Source: an optimization exercise on an open RTL-to-GDS flow (aim: small area). Production flows keep margins and buffers that such runs may drop.
The RTL was checked by simulation tests, not by an equivalence proof against the original design.
Power figures rest on the tool's default switching activity, not on a simulated workload.

[config.mk]
export PLATFORM = sky130hd
export DESIGN_NAME = rvCore
export DESIGN_NICKNAME = rvCore
export VERILOG_FILES = /design/flow/design.v
export SDC_FILE = /design/flow/constraint.sdc
export NUM_CORES = 4
export LEC_CHECK = 0
export CAP_MARGIN = 20
export CORE_MARGIN = 2
export CORE_UTILIZATION = 40
export SLEW_MARGIN = 20
[constraint.sdc]
create_clock -name core_clock -period 10.0 [get_ports {clk}]
set_input_delay 2.0000 -clock core_clock [delete_from_list [all_inputs] [get_ports {clk}]]
set_output_delay 2.0000 -clock core_clock [all_outputs]
set_load 0.01 [all_outputs]
[design.v]
`timescale 1ns/10ps
package rvCorePkg;
	localparam int xlen = 32;
	localparam int regAddrBits = 5;
	typedef logic [xlen-1:0] word_t;
	typedef logic [regAddrBits-1:0] regAddr_t;
	localparam word_t nopWord = 32'h0000_0013;
	localparam logic [6:0] opOp     = 7'b0110011;
	localparam logic [6:0] opOpImm  = 7'b0010011;
	localparam logic [6:0] opLoad   = 7'b0000011;
	localparam logic [6:0] opStore  = 7'b0100011;
	localparam logic [6:0] opBranch = 7'b1100011;
	localparam logic [6:0] opJal    = 7'b1101111;
	localparam logic [6:0] opLui    = 7'b0110111;
	typedef enum logic [3:0] {
		aluAdd,
		aluSub,
		aluAnd,
		aluOr,
		aluXor,
		aluSlt,
		aluSll,
		aluSrl,
		aluSra,
		aluPassB
	} aluOp_e;
	typedef struct packed {
		logic [6:0] funct7;
		regAddr_t   rs2;
		regAddr_t   rs1;
		logic [2:0] funct3;
		regAddr_t   rd;
		logic [6:0] opcode;
	} rType_t;
	typedef struct packed {
		logic [11:0] imm;
		regAddr_t    rs1;
		logic [2:0]  funct3;
		regAddr_t    rd;
		logic [6:0]  opcode;
	} iType_t;
	typedef struct packed {
		logic [6:0] immHi;
		regAddr_t   rs2;
		regAddr_t   rs1;
		logic [2:0] funct3;
		logic [4:0] immLo;
		logic [6:0] opcode;
	} sType_t;
	typedef struct packed {
		logic       imm12;
		logic [5:0] imm10_5;
		regAddr_t   rs2;
		regAddr_t   rs1;
		logic [2:0] funct3;
		logic [3:0] imm4_1;
		logic       imm11;
		logic [6:0] opcode;
	} bType_t;
	typedef struct packed {
		logic       imm20;
		logic [9:0] imm10_1;
		logic       imm11;
		logic [7:0] imm19_12;
		regAddr_t   rd;
		logic [6:0] opcode;
	} jType_t;
	typedef union packed {
		rType_t rType;
		iType_t iType;
		sType_t sType;
		bType_t bType;
		jType_t jType;
	} instr_u;
	typedef struct packed {
		word_t    pc;
		regAddr_t rs1;
		regAddr_t rs2;
		regAddr_t rd;
		word_t    rs1Val;
		word_t    rs2Val;
		word_t    imm;
		aluOp_e   aluOp;
		logic     aluSrcImm;
		logic     aluSrcPc;
		logic     memRead;
		logic     memWrite;
		logic     regWrite;
		logic     memToReg;
	} decodedOp_t;
	typedef struct packed {
		logic     regWrite;
		logic     memRead;
		regAddr_t rd;
	} stageDest_t;
	typedef struct packed {
		logic     enable;
		regAddr_t addr;
		word_t    data;
	} regWrite_t;
endpackage
`timescale 1ns/10ps
module instrFetch (
	input  logic             clk,
	input  logic             reset,
	input  logic             stall,
	input  logic             redirect,
	input  rvCorePkg::word_t target,
	input  rvCorePkg::word_t instrData,
	output rvCorePkg::word_t pc,
	output rvCorePkg::word_t fetchPc,
	output rvCorePkg::word_t fetchInstr
);
	always_ff @(posedge clk) begin
		if (reset) begin
			pc <= '0;
		end else if (redirect) begin
			pc <= target;
		end else if (!stall) begin
			pc <= pc + 32'd4;
		end
	end
	always_ff @(posedge clk) begin
		if (reset) begin
			fetchPc    <= '0;
			fetchInstr <= rvCorePkg::nopWord;
		end else if (redirect) begin
			fetchPc    <= pc;
			fetchInstr <= rvCorePkg::nopWord;
		end else if (!stall) begin
			fetchPc    <= pc;
			fetchInstr <= instrData;
		end
	end
endmodule
`timescale 1ns/10ps
module instrDecode (
	input  rvCorePkg::word_t      fetchPc,
	input  rvCorePkg::word_t      fetchInstr,
	input  rvCorePkg::word_t      rd1,
	input  rvCorePkg::word_t      rd2,
	input  rvCorePkg::stageDest_t execDest,
	input  rvCorePkg::stageDest_t memDest,
	output rvCorePkg::regAddr_t   rs1,
	output rvCorePkg::regAddr_t   rs2,
	output rvCorePkg::decodedOp_t decoded,
	output logic                  stall,
	output logic                  redirect,
	output rvCorePkg::word_t      target
);
	rvCorePkg::instr_u instr;
	rvCorePkg::word_t  immI;
	rvCorePkg::word_t  immS;
	rvCorePkg::word_t  immB;
	rvCorePkg::word_t  immJ;
	rvCorePkg::word_t  immU;
	logic   isBranch;
	logic   isJal;
	logic   usesRs1;
	logic   usesRs2;
	logic   branchTaken;
	logic   loadUse;
	logic   branchHazard;
	function automatic rvCorePkg::aluOp_e aluFromFunct(logic [2:0] funct3, logic alt, logic allowSub);
		rvCorePkg::aluOp_e op;
		case (funct3)
			3'b000:  op = (alt && allowSub) ? rvCorePkg::aluSub : rvCorePkg::aluAdd;
			3'b001:  op = rvCorePkg::aluSll;
			3'b010:  op = rvCorePkg::aluSlt;
			3'b100:  op = rvCorePkg::aluXor;
			3'b101:  op = alt ? rvCorePkg::aluSra : rvCorePkg::aluSrl;
			3'b110:  op = rvCorePkg::aluOr;
			3'b111:  op = rvCorePkg::aluAnd;
			default: op = rvCorePkg::aluAdd;
		endcase
		aluFromFunct = op;
	endfunction
	function automatic logic writesReg(rvCorePkg::stageDest_t dest, rvCorePkg::regAddr_t r);
		writesReg = dest.regWrite && dest.rd != '0 && dest.rd == r;
	endfunction
	assign instr = fetchInstr;
	assign rs1   = instr.rType.rs1;
	assign rs2   = instr.rType.rs2;
	assign immI = {{(rvCorePkg::xlen-12){instr.iType.imm[11]}}, instr.iType.imm};
	assign immS = {{(rvCorePkg::xlen-12){instr.sType.immHi[6]}}, instr.sType.immHi, instr.sType.immLo};
	assign immB = {{(rvCorePkg::xlen-12){instr.bType.imm12}}, instr.bType.imm11,
		instr.bType.imm10_5, instr.bType.imm4_1, 1'b0};
	assign immJ = {{(rvCorePkg::xlen-20){instr.jType.imm20}}, instr.jType.imm19_12,
		instr.jType.imm11, instr.jType.imm10_1, 1'b0};
	assign immU = {instr.jType.imm20, instr.jType.imm10_1, instr.jType.imm11,
		instr.jType.imm19_12, 12'b0};
	always_comb begin
		decoded        = '0;
		decoded.pc     = fetchPc;
		decoded.rd     = instr.rType.rd;
		decoded.rs1Val = rd1;
		decoded.rs2Val = rd2;
		decoded.aluOp  = rvCorePkg::aluAdd;
		isBranch = 1'b0;
		isJal    = 1'b0;
		usesRs1  = 1'b0;
		usesRs2  = 1'b0;
		case (instr.rType.opcode)
			rvCorePkg::opOp: begin
				decoded.aluOp    = aluFromFunct(instr.rType.funct3, instr.rType.funct7[5], 1'b1);
				decoded.regWrite = 1'b1;
				usesRs1 = 1'b1;
				usesRs2 = 1'b1;
			end
			rvCorePkg::opOpImm: begin
				decoded.aluOp     = aluFromFunct(instr.iType.funct3, instr.rType.funct7[5], 1'b0);
				decoded.imm       = immI;
				decoded.aluSrcImm = 1'b1;
				decoded.regWrite  = 1'b1;
				usesRs1 = 1'b1;
			end
			rvCorePkg::opLoad: begin
				decoded.imm       = immI;
				decoded.aluSrcImm = 1'b1;
				decoded.memRead   = 1'b1;
				decoded.regWrite  = 1'b1;
				decoded.memToReg  = 1'b1;
				usesRs1 = 1'b1;
			end
			rvCorePkg::opStore: begin
				decoded.imm       = immS;
				decoded.aluSrcImm = 1'b1;
				decoded.memWrite  = 1'b1;
				usesRs1 = 1'b1;
				usesRs2 = 1'b1;
			end
			rvCorePkg::opLui: begin
				decoded.aluOp     = rvCorePkg::aluPassB;
				decoded.imm       = immU;
				decoded.aluSrcImm = 1'b1;
				decoded.regWrite  = 1'b1;
			end
			rvCorePkg::opJal: begin
				decoded.imm       = 32'd4;
				decoded.aluSrcImm = 1'b1;
				decoded.aluSrcPc  = 1'b1;
				decoded.regWrite  = 1'b1;
				isJal = 1'b1;
			end
			rvCorePkg::opBranch: begin
				isBranch = 1'b1;
				usesRs1  = 1'b1;
				usesRs2  = 1'b1;
			end
			default: begin
			end
		endcase
		decoded.rs1 = usesRs1 ? rs1 : '0;
		decoded.rs2 = usesRs2 ? rs2 : '0;
	end
	assign branchTaken = isBranch &&
		((instr.bType.funct3 == 3'b000 && rd1 == rd2) ||
		 (instr.bType.funct3 == 3'b001 && rd1 != rd2));
	assign loadUse = execDest.memRead &&
		((usesRs1 && writesReg(execDest, rs1)) || (usesRs2 && writesReg(execDest, rs2)));
	assign branchHazard = isBranch &&
		(writesReg(execDest, rs1) || writesReg(execDest, rs2) ||
		 writesReg(memDest, rs1) || writesReg(memDest, rs2));
	assign stall    = loadUse || branchHazard;
	assign redirect = (isJal || branchTaken) && !stall;
	assign target   = fetchPc + (isJal ? immJ : immB);
endmodule
`timescale 1ns/10ps
module regFile (
	input  logic                 clk,
	input  logic                 reset,
	input  rvCorePkg::regAddr_t  rs1,
	input  rvCorePkg::regAddr_t  rs2,
	input  rvCorePkg::regWrite_t write,
	output rvCorePkg::word_t     rd1,
	output rvCorePkg::word_t     rd2
);
	rvCorePkg::word_t regs [1:31];
	always_ff @(posedge clk) begin
		if (reset) begin
			for (int i = 1; i < 32; i++) begin
				regs[i] <= '0;
			end
		end else if (write.enable && write.addr != '0) begin
			regs[write.addr] <= write.data;
		end
	end
	assign rd1 = (rs1 == '0) ? '0 :
		(write.enable && write.addr == rs1) ? write.data : regs[rs1];
	assign rd2 = (rs2 == '0) ? '0 :
		(write.enable && write.addr == rs2) ? write.data : regs[rs2];
endmodule
`timescale 1ns/10ps
module decodeExecReg (
	input  logic                  clk,
	input  logic                  reset,
	input  logic                  stall,
	input  rvCorePkg::decodedOp_t decoded,
	output rvCorePkg::decodedOp_t execOp,
	output rvCorePkg::stageDest_t execDest
);
	always_ff @(posedge clk) begin
		execOp <= decoded;
		if (reset || stall) begin
			execOp.regWrite <= 1'b0;
			execOp.memRead  <= 1'b0;
			execOp.memWrite <= 1'b0;
			execOp.memToReg <= 1'b0;
		end
	end
	assign execDest.regWrite = execOp.regWrite;
	assign execDest.memRead  = execOp.memRead;
	assign execDest.rd       = execOp.rd;
endmodule
`timescale 1ns/10ps
module executeUnit (
	input  logic                  clk,
	input  logic                  reset,
	input  rvCorePkg::decodedOp_t execOp,
	input  rvCorePkg::word_t      memData,
	output rvCorePkg::stageDest_t memDest,
	output rvCorePkg::regWrite_t  write,
	output logic                  memRead,
	output logic                  memWrite,
	output rvCorePkg::word_t      rwAddress,
	output rvCorePkg::word_t      writeData
);
	typedef struct packed {
		logic     regWrite;
		logic     memRead;
		logic     memWrite;
		logic     memToReg;
		rvCorePkg::regAddr_t rd;
		rvCorePkg::word_t    aluOut;
		rvCorePkg::word_t    storeData;
	} memStage_t;
	typedef struct packed {
		logic     regWrite;
		logic     memToReg;
		rvCorePkg::regAddr_t rd;
		rvCorePkg::word_t    aluOut;
		rvCorePkg::word_t    loadData;
	} wbStage_t;
	memStage_t memStage;
	wbStage_t  wbStage;
	rvCorePkg::word_t     opA;
	rvCorePkg::word_t     opB;
	rvCorePkg::word_t     srcA;
	rvCorePkg::word_t     srcB;
	rvCorePkg::word_t     aluOut;
	rvCorePkg::word_t     wbData;
	function automatic rvCorePkg::word_t forwardValue(rvCorePkg::regAddr_t rs, rvCorePkg::word_t regVal, memStage_t m,
		rvCorePkg::regWrite_t w);
		rvCorePkg::word_t value;
		if (rs != '0 && m.regWrite && m.rd == rs) begin
			value = m.aluOut;
		end else if (rs != '0 && w.enable && w.addr == rs) begin
			value = w.data;
		end else begin
			value = regVal;
		end
		forwardValue = value;
	endfunction
	assign opA  = forwardValue(execOp.rs1, execOp.rs1Val, memStage, write);
	assign opB  = forwardValue(execOp.rs2, execOp.rs2Val, memStage, write);
	assign srcA = execOp.aluSrcPc ? execOp.pc : opA;
	assign srcB = execOp.aluSrcImm ? execOp.imm : opB;
	always_comb begin
		case (execOp.aluOp)
			rvCorePkg::aluAdd:   aluOut = srcA + srcB;
			rvCorePkg::aluSub:   aluOut = srcA - srcB;
			rvCorePkg::aluAnd:   aluOut = srcA & srcB;
			rvCorePkg::aluOr:    aluOut = srcA | srcB;
			rvCorePkg::aluXor:   aluOut = srcA ^ srcB;
			rvCorePkg::aluSlt:   aluOut = {{(rvCorePkg::xlen-1){1'b0}}, $signed(srcA) < $signed(srcB)};
			rvCorePkg::aluSll:   aluOut = srcA << srcB[4:0];
			rvCorePkg::aluSrl:   aluOut = srcA >> srcB[4:0];
			rvCorePkg::aluSra:   aluOut = $signed(srcA) >>> srcB[4:0];
			rvCorePkg::aluPassB: aluOut = srcB;
			default:  aluOut = srcA + srcB;
		endcase
	end
	always_ff @(posedge clk) begin
		memStage.rd        <= execOp.rd;
		memStage.aluOut    <= aluOut;
		memStage.storeData <= opB;
		wbStage.rd         <= memStage.rd;
		wbStage.aluOut     <= memStage.aluOut;
		wbStage.loadData   <= memData;
		if (reset) begin
			memStage.regWrite <= 1'b0;
			memStage.memRead  <= 1'b0;
			memStage.memWrite <= 1'b0;
			memStage.memToReg <= 1'b0;
			wbStage.regWrite  <= 1'b0;
			wbStage.memToReg  <= 1'b0;
		end else begin
			memStage.regWrite <= execOp.regWrite;
			memStage.memRead  <= execOp.memRead;
			memStage.memWrite <= execOp.memWrite;
			memStage.memToReg <= execOp.memToReg;
			wbStage.regWrite  <= memStage.regWrite;
			wbStage.memToReg  <= memStage.memToReg;
		end
	end
	assign memRead   = memStage.memRead;
	assign memWrite  = memStage.memWrite;
	assign rwAddress = memStage.aluOut;
	assign writeData = memStage.storeData;
	assign memDest.regWrite = memStage.regWrite;
	assign memDest.memRead  = memStage.memRead;
	assign memDest.rd       = memStage.rd;
	assign wbData       = wbStage.memToReg ? wbStage.loadData : wbStage.aluOut;
	assign write.enable = wbStage.regWrite;
	assign write.addr   = wbStage.rd;
	assign write.data   = wbData;
endmodule
`timescale 1ns/10ps
module rvCore (
	input  logic             clk,
	input  logic             reset,
	input  rvCorePkg::word_t instrData,
	input  rvCorePkg::word_t memData,
	output rvCorePkg::word_t pc,
	output logic             memRead,
	output logic             memWrite,
	output rvCorePkg::word_t rwAddress,
	output rvCorePkg::word_t writeData
);
	rvCorePkg::word_t      fetchPc;
	rvCorePkg::word_t      fetchInstr;
	rvCorePkg::word_t      target;
	rvCorePkg::word_t      rd1;
	rvCorePkg::word_t      rd2;
	rvCorePkg::regAddr_t   rs1;
	rvCorePkg::regAddr_t   rs2;
	rvCorePkg::decodedOp_t decoded;
	rvCorePkg::decodedOp_t execOp;
	rvCorePkg::stageDest_t execDest;
	rvCorePkg::stageDest_t memDest;
	rvCorePkg::regWrite_t  wbWrite;
	logic       stall;
	logic       redirect;
	instrFetch fetchStage (
		.clk        (clk),
		.reset      (reset),
		.stall      (stall),
		.redirect   (redirect),
		.target     (target),
		.instrData  (instrData),
		.pc         (pc),
		.fetchPc    (fetchPc),
		.fetchInstr (fetchInstr)
	);
	instrDecode decodeStage (
		.fetchPc    (fetchPc),
		.fetchInstr (fetchInstr),
		.rd1        (rd1),
		.rd2        (rd2),
		.execDest   (execDest),
		.memDest    (memDest),
		.rs1        (rs1),
		.rs2        (rs2),
		.decoded    (decoded),
		.stall      (stall),
		.redirect   (redirect),
		.target     (target)
	);
	regFile registers (
		.clk   (clk),
		.reset (reset),
		.rs1   (rs1),
		.rs2   (rs2),
		.write (wbWrite),
		.rd1   (rd1),
		.rd2   (rd2)
	);
	decodeExecReg decodeExec (
		.clk      (clk),
		.reset    (reset),
		.stall    (stall),
		.decoded  (decoded),
		.execOp   (execOp),
		.execDest (execDest)
	);
	executeUnit backEnd (
		.clk       (clk),
		.reset     (reset),
		.execOp    (execOp),
		.memData   (memData),
		.memDest   (memDest),
		.write     (wbWrite),
		.memRead   (memRead),
		.memWrite  (memWrite),
		.rwAddress (rwAddress),
		.writeData (writeData)
	);
endmodule
[run.sh]
#!/bin/bash
# synth_recipe.tcl (not shown) runs the flow's synth.tcl, then flattens the netlist and writes it again
# the make line also repeats each setting of config.mk as NAME=value (left out here)
make -C /OpenROAD-flow-scripts/flow DESIGN_CONFIG=/design/flow/config.mk WORK_HOME=/design/flow/orfs CLKGATE_MAP_FILE= SYNTH_SCRIPT=/design/flow/synth_recipe.tcl finish
==> impl_results.md <==
* Number of antenna violations at the first check in global routing at 13
* Sum of routed wire length over all layers at just over 300000 um
* VDD IR max at approximately 180 uV
* Number of flops mapped to enable cells by yosys at just over 1000
* Post-Route Setup TNS at 0 ns
* DIE HEIGHT at roughly 440 um
* Standby leakage power at between 30 and 40 nW
* Leading area contributor after synthesis: sky130_fd_sc_hd__edfxtp_1
* Layer with the highest usage: met2
* Worst hold margin at ~0.37 ns
* Prevailing post-synth register cell: sky130_fd_sc_hd__edfxtp_1
* Final weighted congestion of routability-driven global placement at ~1.0
* Root buffer selected by CTS: sky130_fd_sc_hd__clkbuf_16
* IO Pins at approximately 160
* Via density per instance at about 6.5
* Vias in the first global route at about 59000
* DIE AREA at about 200000 um2
* Slew headroom at roughly an eighth
* Post-route DRC at 0
* Clock slew at the register clock pins of the worst setup and hold paths at about 0.060 ns
* Period minus WS final at 7.44 ns
* Outcome: timing/DRC/antenna clean
* Leading cell type in the layout, fill and taps excluded: sky130_fd_sc_hd__nor2_1
* Critical setup path kind: reg2reg
* Synth Cell Area at 77400 um2
* Sequential cell area at 38800 um2
* Total iterations of the first detailed-routing run at 6
* Critical-path cell list: buf_4 > mux4_2 > mux4_2 > a211oi_1 > a211oi_1 > xnor2_1 > nand4_1 > nor4_1 > nand4_1 > mux2i_4 > nor2_8 > buf_4 > mux2i_1 > a2111oi_2
* Die Span X at 444 um
* Fin nets at between 6000 and 7000
* Path class of the lowest-slack min-delay path: reg2reg
* Met3 capacity usage during global routing at under 10%
* First-pass GRT wire length at roughly 440000 um
* Fraction of registers with async set/reset at 0%
* Maximum level of the CTS H-tree at 4
* Setup skew after layout at approximately 0.045 ns
* Number of buffers inserted during clock tree synthesis at approximately 160
* Max Transition Viols Final at 0
* Number of hold buffers added after CTS at 0
* Buffers from clock root to sink, at most at 3
* Fmax achieved at ~130 MHz
* All-layer global routing usage at a little under a third
* Std-Cell Rows at roughly 160
* Vias after detailed routing at 61347
* Source-to-sink clock delay at the later pin of the worst-skew pair at approximately 0.84 ns
* Count of placed standard cells in the final layout, fillers left out at roughly 9400
* Slew @ Worst Pin at between 1 and 1.5 ns
* Synthesis warning total at 5
* Grt met1 use at between 40 and 50%
* Slowest Stage Delay on Critical Path at about 0.93 ns
* Iteration-0 DRC count of the detailed router at roughly 9600
* Initial cell density of the core at around two fifths
* Category of the worst setup path capture point: flip-flop
* Total instance count after detailed placement at 9102
* Layout filler cell count at 17345
* Max-cap check violation count at 0
* Area used by multi-input combinational logic at approximately 36000 um2
* Remaining number of nets flagged by the antenna check after routing at 0
* Utilization after layout at between 40% and 50%
* Unrepaired setup endpoints after global routing: false
* Layout overhead on the synthesized area at 12.7%
* Count of port buffers added during placement at between 150 and 200
* Required @ worst endpoint at ~11 ns
* Mean cell area of the mapped netlist at 11.4 um2
* Buffer count from post-CTS setup fixing at 0
* Most frequent cells in the layout: 1241 x sky130_fd_sc_hd__nor2_1, 1024 x sky130_fd_sc_hd__edfxtp_1, 469 x sky130_fd_sc_hd__mux4_2
* Global-route congestion overflow total at 0
* Routed len/inst at between 30 and 40 um
* Synthesized instance count at roughly 6800
* Maximum number of pins on one net before global-route repair at approximately 110
* Share of Yosys cell area claimed by the top area cell type at around 40%
* Final Hold Vio Count at 0
* Final setup viols at 0
* Layout cell share with drive strength beyond 1 at between 15 and 20%
* CTS tree: yes
* Data arrival time of the critical path at roughly 8 ns
* Dominant cells by area after synthesis: sky130_fd_sc_hd__edfxtp_1 40%, sky130_fd_sc_hd__mux4_2 14%, sky130_fd_sc_hd__dfxtp_1 10%
* Core Region at approximately 190000 um2
* Slowest cell on the critical path: sky130_fd_sc_hd__dfxtp_4
* Final HPWL DP at between 200000 and 250000 um
* Number of distinct library cell variants in the gate-level netlist after synthesis at 85
* Overall power consumption at around 0.018 W
* Nature of the critical path startpoint: flip-flop
* Number of sinks on the clock net at between 1000 and 1500
* Quantity of gates resized following cts at 0
* Power density normalized to cell area at 202 nW/um2
* Register area share after synthesis at 50.1%
* Crit-path max FO at 53
* Flop and latch count out of synthesis at between 1000 and 1500
* Routing usage on met2 at 45.7%
* Fin crit share at 74.4%
-- stage by stage --
| step | cell area (um2) | worst slack (ns) |
|---|---|---|
| floorplan | 77500 | 4.04 |
| global placement | 82000 | 2.69 |
| detailed placement | 82000 | 2.91 |
| CTS | 87200 | 2.90 |
| global route | 87200 | 2.26 |
| finish | 87200 | 2.56 |
-- kinds of logic after synthesis --
kind of cell | after synthesis | share of synthesized area (%)
AND/OR/NAND/NOR | 2196 | 12.0
other | 1 | 0.00485
XOR/XNOR | 113 | 1.28
buffers and inverters | 771 | 4.33
flip-flops | 1425 | 50.1
multiplexers | 919 | 19.5
AO/OA/AOI/OAI | 1219 | 10.6
adder cells (fa/ha/maj) | 131 | 2.15
-- metal layers --
metal  vias up  part of all wire, %
li1      25159                    -
met1     30867                   38
met2      4453                   43
met3       854                   12
met4        14                  6.5
met5         -                0.028
-- worst max-delay path: cells and delay by family (launching register included) --
family | cells | cell delay (ns)
AOI/OAI and AO/OA | 3 | 1.51
xor gates and xnor gates | 1 | 0.29
buffers and inverters | 2 | 1.31
DFF | 1 | 0.93
muxes | 4 | 1.78
and+or+nand+nor | 4 | 1.39
-- final cells by class --
cell class	instances	share of cell area (%)
flip-flops and latches	1425	44.5
clock inverters	91	1.02
clock buffers	200	4.91
diodes	5	0.0143
inverters	159	0.686
multi-input cells	4610	41.4
repair buffers	382	3.85
well taps	2526	3.62
-- final timing paths --
kind                                             start                     end  slack [ns]  cells past startpoint
worst max-delay path                         flip-flop        fetchStage.pc[8]        2.56                     14
worst min-delay path            fetchStage.fetchPc[27]  decodeExec.execOp[148]        0.37                      0
worst min register to register  fetchStage.fetchPc[27]  decodeExec.execOp[148]        0.37                      0
worst max register to register               flip-flop        fetchStage.pc[8]        2.56                     14
-- flip-flops by register name, summed over array words and instances, names as in the netlist, named ones only --
signal and cells:
registers.regs 1024, decodeExec.execOp 152, backEnd.memStage 72, backEnd.wbStage 71, fetchStage.fetchInstr 32, fetchStage.fetchPc 32
fetchStage.pc 32
-- report_power, final --
| part | switching, W | total, W | internal (W) |
|---|---|---|---|
| Combinational | 0.00305 | 0.00450 | 0.00145 |
| Sequential | 0.000499 | 0.00724 | 0.00675 |
| Clock | 0.00259 | 0.00589 | 0.00330 |
| Total | 0.00613 | 0.0176 | 0.0115 |
-- synthesized netlist by cell type (all sizes together), types with 20 or more instances --
master and number:
a22oi 88, a21o 66, inv 155, dfxtp 401
o221ai 24, edfxtp 1024, nor2 1245, a21oi 283
a221oi 80, o22ai 66, mux4 469, mux2i 414
a31oi 50, nand4 20, ha 128, xnor2 67
and2 50, and3 41, nand2b 54, buf 180
xor2 46, nand2 473, mux2 36, nor3 72
o21ai 220, a221o 30, a211oi 87, or3 21
clkbuf 432, nand3 123, nor2b 35, o211ai 48

[port drivers added, routing unchanged]
Ports are ideal in the flow. The routed layout listed here was re-timed in OpenROAD.
Step 1: set_driving_cell puts a clkbuf_16 on clk and a buf_2 on each other input, an assumption about the parent block.
Step 2 times the ports against the registers' clock, not the clock port: input delays grow and output delays shrink by t, the midpoint of the rising clock arrivals with the driver on.
Three values: ideal ports, drivers, drivers and shift; two values: the first two.
t (ns): 0.916
slack for setup (ns): 2.559 / 2.559 / 2.559
worst setup path at the end: register to register
After both steps this run still meets setup and hold. The setup slack of this run moves by 0.000 ns with the drivers and by 0.000 ns with both steps.
